What follows belongs to an exercise in optimizing a design on an open flow for small area, a short achievable clock period and few clock cycles per item; a production flow would make more cautious choices.
RTL that was checked went through simulation tests only; none was proved equivalent to the original.
Power is estimated from default activity; no workload was simulated.

## the previous run
==> flow/design.v (excerpt) <==
module xbus_filter (
    input  logic        clk,
    input  logic        arst_n,
    input  logic [65:0] in_pkt,
    input  logic [7:0]  pad_value,
    output logic        vec_wr_en,
    output logic [15:0] vec_din,
    input  logic        vec_full,
    output logic        cache_full
);
    logic [1:0]  tag;
    logic        is_head;
    logic        is_body;
    logic [15:0] hx;
    logic [15:0] hy;
    assign tag = in_pkt[65:64];
    assign is_head = tag == 2'd1;
    assign is_body = tag == 2'd2;
    assign hx = in_pkt[15:0];
    assign hy = in_pkt[31:16];
    logic       x_lo;
    logic       x_hi;
    logic       y_lo;
    logic       y_hi;
    logic [7:0] ex;
    logic [7:0] ey;
    assign x_lo = hx[15:3] == '0;
    assign x_hi = hx == 16'hffff;
    assign y_lo = hy[15:3] == '0;
    assign y_hi = hy == 16'hffff;
    always_comb begin
        ex[0] = x_hi;
        ey[0] = y_hi;
        for (int i = 1; i < 8; i++) begin
            ex[i] = x_lo && hx[2:0] == 3'(i - 1);
            ey[i] = y_lo && hy[2:0] == 3'(i - 1);
        end
    end
    logic [5:0] h_colmask;
    logic [5:0] h_rowmask;
    always_comb begin
        for (int c = 0; c < 6; c++) begin
            h_colmask[c] = ex[c] | ex[c + 1] | ex[c + 2];
            h_rowmask[c] = ey[c] | ey[c + 1] | ey[c + 2];
        end
    end
    logic [2:0] h_cv;
    logic [2:0] h_rv;
    always_comb begin
        for (int k = 0; k < 3; k++) begin
            h_cv[k] = 1'b0;
            h_rv[k] = 1'b0;
            for (int i = 0; i < 8; i++) begin
                if (i - 1 + k >= 1 && i - 1 + k <= 6) begin
                    h_cv[k] = h_cv[k] | ex[i];
  ...
Size in the first run: roughly 810 cells after synthesis, roughly 230 flip-flops, roughly 10000 um2 of cells after synthesis.
Settings: LEC_CHECK=0, CAP_MARGIN=20, CORE_MARGIN=2, CORE_UTILIZATION=40, SETUP_SLACK_MARGIN=2.0, SLEW_MARGIN=20; clock period 4.5 ns.
run.sh (not shown) runs the stock make flow with config.mk's settings and CLKGATE_MAP_FILE= SYNTH_SCRIPT=/design/flow/synth_recipe.tcl, a recipe that flattens the netlist after the stock synthesis.
diff inputs: the previous run => the current run
--- a/flow/design.v
+++ b/flow/design.v
@@ -263,25 +263,25 @@
     logic [3:0] hov;
     logic       cf_n;
     logic       pend_hit;
     always_comb begin
         ce[0] = !(vec_full && vfh == 3'b111);
         ce[1] = !(vec_full && vfh[1:0] == 2'b11);
         ce[2] = !(vec_full && vfh[0]);
         same01 = !lpad[0] && row_end0;
         same12 = !lpad[1] && row_end1;
         av[0] = lv[0] && ce[0] && have0;
         av[1] = av[0] && lv[1] && ce[1]
             && (lpad[1] || (lane[1] & (same01 ? t2 : t1)) != 4'd0);
-        av[2] = av[1] && lv[2] && ce[2]
+        av[2] = 1'b0 && lv[2] && ce[2]
             && (lpad[2] || (lane[2] & (same12 ? t2 : t1)) != 4'd0);
         a0 = (av[0] && !lpad[0]) ? lane[0] : 4'd0;
         a1 = (av[1] && !lpad[1]) ? lane[1] : 4'd0;
         a2 = (av[2] && !lpad[2]) ? lane[2] : 4'd0;
         u1 = a0 | a1 | a2;
         u2 = (a0 & a1) | (a1 & a2);
         f1 = ~t2 | u1;
         f2 = ~t1 | (~t2 & u1) | u2;
         na = nd[0];
         nb = (cf_prev && cache_full) ? 4'd0 : nd[1];
         nc = (cf_prev || cache_full) ? 4'd0 : nd[2];
         w1 = na | nb | nc;
## What came out
The previous run → the current run: total routed wire length on the met1 layer level; combinational-cell power consumption moved down; combinational group share of total power moved down; die extent in y level; final period demand of the worst path moved down.
Between the current run and the previous run, it is the current run whose minimum hold slack is higher, by 0.0054 ns.
Status: die area parity (the previous run, the current run)
STATUS post-layout total power: the current run wins against the previous run
The current run reports its critical path startpoint as in_pkt[8] while the previous run reports opad[0].
Between the previous run and the current run, the difference in total global routing track utilization is negligible.
From the previous run to the current run the numbers moved as follows: fraction of area in multi-input gates moved down, cell count of the worst reg-to-reg path moved down.
Re pin count of the biggest net entering global routing: the current run is 12 down on the previous run.
No functional check of the RTL was part of any run of this note.

========
== the reference run ==
xbus_filter, a different RTL version from the one above (not shown whole).
Size in the first run: ~780 cells after synthesis, ~240 flip-flops, about 9900 um2 of cells after synthesis.
// xbus_filter
module xbus_filter (
    input  logic        clk,
    input  logic        arst_n,
    input  logic [65:0] in_pkt,
    input  logic [7:0]  pad_value,
    output logic        vec_wr_en,
    output logic [15:0] vec_din,
    input  logic        vec_full,
    output logic        cache_full
);
clock: 4.5 ns
lec_check: 0
cap_margin: 20
core_margin: 2
core_utilization: 40
setup_slack_margin: 2.5
slew_margin: 20
standard.sh (not shown) runs the stock make flow with config.mk's settings and CLKGATE_MAP_FILE= SYNTH_SCRIPT=/design/flow/synth_recipe.tcl, a recipe that flattens the netlist after the stock synthesis.
==> flow/flow/run.sh <==
#!/bin/bash
# Standard ORFS layout with two changes: the port buffers start as buf_1
# (the resizer still upsizes the ones on critical paths) and CTS uses its own
# clustering and inserts no dummy loads. Each tool's output goes to its own
# log in the work folder.
set -euo pipefail
bash standard.sh \
  'BUFFER_PORTS_ARGS=-buffer_cell sky130_fd_sc_hd__buf_1' \
  'CTS_ARGS=-sink_clustering_enable -repair_clock_nets -dont_use_dummy_load -buf_list sky130_fd_sc_hd__clkbuf_8 -sink_clustering_size 16 -sink_clustering_max_diameter 60' \
  MATCH_CELL_FOOTPRINT=0 \
  finish > make_finish.log 2>&1
### the reference run -> the trial run
diff --git a/flow/design.v b/flow/design.v
--- a/flow/design.v
+++ b/flow/design.v
@@ -152,99 +152,86 @@
     logic [2:0] prv;
     logic [2:0] pcv;
     logic [1:0] pbase;
     logic [2:0] vfh;
     function automatic logic [3:0] rotl1(input logic [3:0] v);
         rotl1 = {v[2:0], v[3]};
     endfunction
     logic       row_end0;
     logic       lv1;
-    logic       lv2;
     logic       lpad0;
     logic       lpad1;
-    logic       lpad2;
     logic [3:0] lane1;
     assign row_end0 = okw[2];
     assign lv1 = !(okh[2] && okw[2]);
-    assign lv2 = !(okh[2] && (okw[1] || okw[2]));
     assign lpad0 = opad[0];
     assign lpad1 = opad[1];
-    assign lpad2 = opad[2];
     assign lane1 = row_end0 ? lane0 : rotl1(lane0);
     logic       emit;
     logic       emit_n;
     logic       take;
     logic [8:0] new_pad;
     logic [3:0] new_base;
     logic       act_n;
     logic       pad0_n;
     logic [3:0] lane0_n;
     logic [3:0] t1_n;
     logic [3:0] t2_n;
     logic [2:0] vfh_n;
     logic       pad1_n;
     logic       row_end0_n;
     logic [3:0] lane1_n;
     logic [3:0] s1_n;
     logic [3:0] s1;             
-    logic       row_end1_n;
-    logic [3:0] lane2_n;
-    logic [3:0] s2_n;
-    logic [3:0] s2;             
     assign take = !act || (emit && okh[2] && okw[2]);
     assign pop = (emit && !lpad0) ? lane0 : 4'd0;
     always_comb begin
         act_n = take ? pend : act;
         pad0_n = take ? new_pad[0] : (emit ? opad[1] : opad[0]);
         lane0_n = take ? new_base : (emit ? lane1 : lane0);
         for (int l = 0; l < 4; l++) begin
             t1_n[l] = (wr[l] && !pop[l]) || (t1[l] && !(pop[l] && !wr[l])) || (t2[l] && pop[l]);
             t2_n[l] = (wr[l] && !pop[l]) ? t1[l] : (t2[l] && !pop[l]);
         end
         vfh_n = {vfh[1:0], vec_full};
         if (take) begin
-            emit_n = pend && (new_pad[0] || (new_base & t1_n) != 4'd0);
+            emit_n = pend && (new_pad[0] || (new_base & (wr | (pop & t2) | (~pop & t1))) != 4'd0);
         end else if (emit) begin
-            emit_n = act && (opad[1] || (lane1 & t1_n) != 4'd0);
+            emit_n = opad[1] || s1 != 4'd0 || (lane1 & wr) != 4'd0;
         end else begin
-            emit_n = act && (opad[0] || (lane0 & t1_n) != 4'd0);
+            emit_n = act && (opad[0] || (lane0 & (t1 | wr)) != 4'd0);
         end
         emit_n = emit_n && vfh_n != 3'b111;
         pad1_n = take ? new_pad[1] : (emit ? opad[2] : opad[1]);
         row_end0_n = take ? 1'b0 : (emit ? okw[1] : okw[2]);
         lane1_n = row_end0_n ? lane0_n : rotl1(lane0_n);
         s1_n = lane1_n & (row_end0_n && !pad0_n ? t2_n : t1_n);
-        row_end1_n = take ? 1'b0 : (emit ? okw[0] : okw[1]);
-        lane2_n = (row_end0_n || row_end1_n) ? rotl1(lane0_n) : {lane0_n[1:0], lane0_n[3:2]};
-        s2_n = lane2_n & (row_end1_n && !pad1_n ? t2_n : t1_n);
     end
     always_comb begin
         for (int kh = 0; kh < 3; kh++) begin
             for (int kw = 0; kw < 3; kw++) begin
                 new_pad[kh * 3 + kw] = !(prv[kh] && pcv[kw]);
             end
         end
         new_base = 4'b0001 << pbase;
     end
     always_ff @(posedge clk or negedge arst_n) begin
         if (!arst_n) begin
             act <= 1'b0;
             emit <= 1'b0;
             s1 <= 4'd0;
-            s2 <= 4'd0;
             pend <= 1'b0;
             vfh <= '0;
             vec_wr_en <= 1'b0;
         end else begin
             vfh <= vfh_n;
             emit <= emit_n;
             s1 <= s1_n;
-            s2 <= s2_n;
             vec_wr_en <= emit;
             if (take) begin
                 act <= pend;
             end
             if (is_head) begin
                 pend <= 1'b1;
             end else if (take) begin
                 pend <= 1'b0;
             end
@@ -279,21 +266,18 @@
             pbase <= h_base;
         end
         vec_din <= vec_next;
     end
     logic       cf_prev;        
     logic       ce1;
     logic       go1;            
     logic [3:0] q0;             
     logic [3:0] q1;             
-    logic       ce2;
-    logic       go2;            
-    logic [3:0] q2;             
     logic [3:0] nu1;            
     logic [3:0] nu2;            
     logic [3:0] nf1;            
     logic [3:0] nf2;            
     logic [3:0] na;
     logic [3:0] nb;
     logic [3:0] nc;
     logic [3:0] w1;             
     logic [3:0] w2;
@@ -303,27 +287,24 @@
     logic [3:0] hw1;
     logic [3:0] hw2;
     logic [3:0] ov;
     logic [3:0] hov;
     logic       cf_n;
     logic       pend_hit;
     always_comb begin
         ce1 = vfh[1:0] != 2'b11;
         go1 = emit && lv1 && ce1 && !lpad1;
-        ce2 = !vfh[0];
-        go2 = emit && lv1 && ce1 && (lpad1 || s1 != 4'd0) && lv2 && ce2 && !lpad2;
         for (int l = 0; l < 4; l++) begin
             q0[l] = pop[l];
             q1[l] = go1 && s1[l];
-            q2[l] = go2 && s2[l];
         end
-        nu1 = ~(q0 | q1 | q2);
-        nu2 = ~((q0 & q1) | (q1 & q2));
+        nu1 = ~(q0 | q1);
+        nu2 = ~(q0 & q1);
         nf1 = t2 & nu1;
         nf2 = t1 & (t2 | nu1) & nu2;
         na = nd[0];
         nb = (cf_prev && cache_full) ? 4'd0 : nd[1];
         nc = (cf_prev || cache_full) ? 4'd0 : nd[2];
         w1 = na | nb | nc;
         w2 = (na & nb) | (na & nc) | (nb & nc);
         w3 = na & nb & nc;
         ov = (w1 & nf1) | (w2 & nf2) | w3;
==> comparison <==
[compare] base=the reference run new=the trial run: clock sink count dropped about 1.7%; total via count after detailed routing -2.8%; total power down about 6%; share of power burned in combinational logic down 3.7 points; share of synthesized registers carrying an async set or reset has decreased. The trial run vs the reference run: synthesized cell count down. Comparing the trial run and the reference run, unique cell type count in the Yosys netlist is lower on the trial run. Measured against each other, the trial run and the reference run differ in overall routed net length, the higher figure coming from the reference run. Total congestion overflow after global routing: the reference run vs the trial run, no meaningful difference. NOTE: data required time of the critical path in the trial run falls short of that of the reference run.
Testbench counts of the trial run, summed over its fixed seeds: cycles 4,179, windows 384.
Function not checked in the reference run: the RTL went through the layout flow alone.

## re-timing with driven ports
No port has a modelled driver above. Below, the same layouts with a new extraction and two added sets of constraints. Step 1 assumes that a clkbuf_16 drives the clock port and a buf_2 every other input. Step 2 times the ports against the registers' clock, not the clock port: input delays grow and output delays shrink by t, the midpoint of the rising clock arrivals with the driver on. a / b / c = ideal ports / drivers / drivers and shift; a / b = the first two.
| run | shift t [ns] | setup WS [ns] | worst hold slack (ns) | worst register clock-pin slew, ns | pins driven straight from the clock port |
|---|---|---|---|---|---|
| the previous run | 0.551 | 1.754 / 1.754 / 1.392 | 0.392 / 0.370 / 0.411 | 0.06 / 0.06 | 1 |
| the current run | 0.558 | 2.036 / 2.055 / 1.497 | 0.397 / 0.372 / 0.403 | 0.06 / 0.06 | 1 |
| the reference run | 0.572 | 2.172 / 2.175 / 1.618 | 0.456 / 0.456 / 0.456 | 0.10 / 0.10 | 1 |
| the trial run | 0.552 | 2.466 / 2.466 / 1.975 | 0.305 / 0.284 / 0.409 | 0.11 / 0.11 | 1 |
After both steps setup and hold are still met in every run listed. For the reference run, which loses most, drivers alone change the setup slack by +0.003 ns; drivers and shift together by -0.554 ns.
